From an optimization exercise on the open Yosys and OpenROAD flow, aimed at small area; shortcuts taken in it are not production practice.
The RTL was checked by simulation tests, not by an equivalence proof against the original design.
No activity file was given, so power comes from the tool's default toggle rates.

==> flow/design.v <==
module br_aoi222 (
   input  logic i_a, i_b, i_c,
   input  logic i_sa, i_sb, i_sc,
   output logic o_y
);
   assign o_y = ~((i_a & i_sa) | (i_b & i_sb) | (i_c & i_sc));
endmodule
module br_sel64 (
   input  logic [63:0] i_d,
   input  logic [63:0] i_sel,
   output logic        o_q
);
   logic [21:0] t;
   for (genvar k = 0; k < 21; k++) begin : g_aoi
      br_aoi222 u_aoi (
         .i_a(i_d[3*k]), .i_b(i_d[3*k+1]), .i_c(i_d[3*k+2]),
         .i_sa(i_sel[3*k]), .i_sb(i_sel[3*k+1]), .i_sc(i_sel[3*k+2]),
         .o_y(t[k])
      );
   end
   assign t[21] = ~(i_d[63] & i_sel[63]);
   assign o_q   = ~&t;
endmodule
module br_predictor #(
   parameter int IDX_W = 6,
   parameter int CNT_W = 16
) (
   input  logic             i_clk,
   input  logic             i_rst,
   input  logic [31:0]      i_if_pc,
   output logic             o_pred_taken,
   output logic [31:0]      o_pred_target,
   output logic [IDX_W-1:0] o_pred_ghr,
   input  logic             i_upd_vld,
   input  logic [31:0]      i_upd_pc,
   input  logic             i_upd_taken,
   input  logic [31:0]      i_upd_target,
   input  logic             i_upd_pred_taken,
   input  logic [31:0]      i_upd_pred_target,
   input  logic [IDX_W-1:0] i_upd_ghr,
   output logic             o_mispred,
   output logic [31:0]      o_redirect_pc,
   output logic [CNT_W-1:0] o_br_cnt,
   output logic [CNT_W-1:0] o_mispred_cnt
);
   localparam int unsigned ENTRIES = 1 << IDX_W;
   localparam int          TAG_W   = 30 - IDX_W;
   logic [ENTRIES-1:0] valid_q;    
   logic [ENTRIES-1:0] ctrh_q;     
   logic [ENTRIES-1:0] ctrl_q;     
   logic [TAG_W-1:0]   tag_q    [ENTRIES];
   logic [31:0]        target_q [ENTRIES];
   logic [IDX_W-1:0] ghr;
   logic [IDX_W-1:0] upd_hist;
   logic [IDX_W-1:0] lk_idx;
   logic [IDX_W-1:0] upd_idx;
   logic [ENTRIES-1:0] lk_sel, upd_sel;
   logic             unused_bits;
   assign unused_bits = ^{i_if_pc[1:0], i_upd_ghr};
   logic [IDX_W-1:0] ghr_q;
   assign ghr      = ghr_q;
   assign upd_hist = i_upd_ghr;
   always_ff @(posedge i_clk) begin
      if (i_rst)          ghr_q <= '0;
      else if (i_upd_vld) ghr_q <= {ghr_q[IDX_W-2:0], i_upd_taken};
   end
   assign lk_idx  = i_if_pc[IDX_W+1:2] ^ ghr;
   assign upd_idx = i_upd_pc[IDX_W+1:2] ^ upd_hist;
   always_comb begin
      for (int e = 0; e < ENTRIES; e++) begin
         lk_sel[e]  = (lk_idx == IDX_W'(e));
         upd_sel[e] = (upd_idx == IDX_W'(e));
      end
   end
   logic             lk_ctrh;
   logic [TAG_W-1:0] lk_tag;
   logic [31:0]      lk_target;
   br_sel64 u_lk_ctrh (.i_d(ctrh_q), .i_sel(lk_sel), .o_q(lk_ctrh));
   for (genvar b = 0; b < TAG_W; b++) begin : g_lk_tag
      logic [ENTRIES-1:0] col;
      for (genvar e = 0; e < ENTRIES; e++) begin : g_col
         assign col[e] = tag_q[e][b];
      end
      br_sel64 u_sel (.i_d(col), .i_sel(lk_sel), .o_q(lk_tag[b]));
   end
   for (genvar b = 0; b < 32; b++) begin : g_lk_target
      logic [ENTRIES-1:0] col;
      for (genvar e = 0; e < ENTRIES; e++) begin : g_col
         assign col[e] = target_q[e][b];
      end
      br_sel64 u_sel (.i_d(col), .i_sel(lk_sel), .o_q(lk_target[b]));
   end
   assign o_pred_taken  = lk_ctrh & (lk_tag == i_if_pc[31:IDX_W+2]);
   assign o_pred_target = lk_target;
   assign o_pred_ghr    = ghr;
   logic             upd_valid, upd_ctrh, upd_ctrl;
   logic [TAG_W-1:0] upd_tag;
   br_sel64 u_upd_valid (.i_d(valid_q), .i_sel(upd_sel), .o_q(upd_valid));
   br_sel64 u_upd_ctrh  (.i_d(ctrh_q),  .i_sel(upd_sel), .o_q(upd_ctrh));
   br_sel64 u_upd_ctrl  (.i_d(ctrl_q),  .i_sel(upd_sel), .o_q(upd_ctrl));
   for (genvar b = 0; b < TAG_W; b++) begin : g_upd_tag
      logic [ENTRIES-1:0] col;
      for (genvar e = 0; e < ENTRIES; e++) begin : g_col
         assign col[e] = tag_q[e][b];
      end
      br_sel64 u_sel (.i_d(col), .i_sel(upd_sel), .o_q(upd_tag[b]));
   end
   logic upd_hit;
   logic wr_data;    
   logic wr_ctr;     
   logic nx_ctrh, nx_ctrl;
   assign upd_hit = upd_valid & (upd_tag == i_upd_pc[31:IDX_W+2]);
   assign wr_data = i_upd_vld & i_upd_taken;
   assign wr_ctr  = i_upd_vld & (i_upd_taken | upd_hit);
   always_comb begin
      if (!upd_hit) begin
         nx_ctrh = 1'b1;
         nx_ctrl = 1'b0;
      end else if (i_upd_taken) begin
         nx_ctrh = upd_ctrh | upd_ctrl;
         nx_ctrl = upd_ctrh | ~upd_ctrl;
      end else begin
         nx_ctrh = upd_ctrh & upd_ctrl;
         nx_ctrl = upd_ctrh & ~upd_ctrl;
      end
   end
   always_ff @(posedge i_clk) begin
      for (int e = 0; e < ENTRIES; e++) begin
         if (i_rst) begin
            valid_q[e] <= 1'b0;
            ctrh_q[e]  <= 1'b0;
         end else begin
            if (wr_data && upd_sel[e]) valid_q[e] <= 1'b1;
            if (wr_ctr && upd_sel[e])  ctrh_q[e]  <= nx_ctrh;
         end
      end
   end
   always_ff @(posedge i_clk) begin
      for (int e = 0; e < ENTRIES; e++) begin
         if (!i_rst && wr_ctr && upd_sel[e]) ctrl_q[e] <= nx_ctrl;
         if (!i_rst && wr_data && upd_sel[e]) begin
            tag_q[e]    <= i_upd_pc[31:IDX_W+2];
            target_q[e] <= i_upd_target;
         end
      end
   end
   assign o_mispred = i_upd_vld & ((i_upd_taken ^ i_upd_pred_taken) |
                                   (i_upd_taken & (i_upd_target != i_upd_pred_target)));
   assign o_redirect_pc = i_upd_taken ? i_upd_target : i_upd_pc + 32'd4;
   logic [CNT_W-1:0] br_cnt_q, mis_cnt_q;
   always_ff @(posedge i_clk) begin
      if (i_rst) begin
         br_cnt_q  <= '0;
         mis_cnt_q <= '0;
      end else begin
         if (i_upd_vld && (br_cnt_q != '1)) br_cnt_q  <= br_cnt_q + CNT_W'(1);
         if (o_mispred && (mis_cnt_q != '1)) mis_cnt_q <= mis_cnt_q + CNT_W'(1);
      end
   end
   assign o_br_cnt      = br_cnt_q;
   assign o_mispred_cnt = mis_cnt_q;
endmodule
export LEC_CHECK = 0
export CAP_MARGIN = 10
export CORE_MARGIN = 2
export CORE_UTILIZATION = 55
export SLEW_MARGIN = 10
export SYNTH_HIERARCHICAL = 1
create_clock -name core_clock -period 12.0 [get_ports {i_clk}]
standard.sh (not shown) runs the stock make flow with config.mk's settings and CLKGATE_MAP_FILE= SYNTH_SCRIPT=/design/flow/synth_recipe.tcl, a recipe that flattens the netlist after the stock synthesis.
==> flow/flow/run.sh <==
#!/bin/bash
set -euo pipefail
export CTS_ARGS="-sink_clustering_enable -repair_clock_nets -dont_use_dummy_load -buf_list sky130_fd_sc_hd__clkbuf_4 -sink_clustering_size 10 -sink_clustering_max_diameter 40"
export BUFFER_PORTS_ARGS="-buffer_cell sky130_fd_sc_hd__buf_1"
bash standard.sh > standard.log 2>&1
The starting point completed with no timing, DRC or antenna violations.
==> next run, changes <==
==> flow/run.sh (new file) <==
#!/bin/bash
# synth_recipe.tcl (not shown) runs the flow's synth.tcl, then flattens the netlist and writes it again
# the make line also repeats each setting of config.mk as NAME=value (left out here)
make -C /OpenROAD-flow-scripts/flow DESIGN_CONFIG=/design/flow/config.mk WORK_HOME=/design/flow/orfs CLKGATE_MAP_FILE= SYNTH_SCRIPT=/design/flow/synth_recipe.tcl finish
--- a/flow/config.mk
+++ b/flow/config.mk
@@ -6,7 +6,8 @@
 export NUM_CORES = 4
 export LEC_CHECK = 0
-export CAP_MARGIN = 10
+export CAP_MARGIN = 20
 export CORE_MARGIN = 2
-export CORE_UTILIZATION = 55
-export SLEW_MARGIN = 10
+export CORE_UTILIZATION = 50
+export CTS_BUF_LIST = sky130_fd_sc_hd__clkbuf_4 sky130_fd_sc_hd__clkbuf_8
+export SLEW_MARGIN = 20
 export SYNTH_HIERARCHICAL = 1
removed: flow/flow/run.sh
removed: flow/standard.sh
What happened:
- The new run produced a clean layout
- total power is higher by 21%
- cell area is higher by 5.9%
- hold slack is about the same
- via count barely changes

==> what the ideal ports hide <==
How much do the figures lean on ideal ports? The routed layouts below were timed once more, with nothing changed but the port constraints.
Step 1 assumes that a clkbuf_16 drives the clock port and a buf_2 every other input.
Step 2 times the ports against the registers' clock, not the clock port: input delays grow and output delays shrink by t, the midpoint of the rising clock arrivals with the driver on.
Three values: ideal, step 1, step 2; two values: the first two.
run	shift t [ns]	slack for setup (ns)	worst register clock-pin slew, ns	pins driven straight from the clock port
the first run	1.466	1.692 / 1.669 / 1.658	0.12 / 0.12	1
the second run	1.142	1.136 / 1.107 / 1.107	0.07 / 0.07	1
After both steps every run listed still meets setup and hold. For the first run, which loses most, drivers alone change the setup slack by -0.023 ns; drivers and shift together by -0.034 ns.
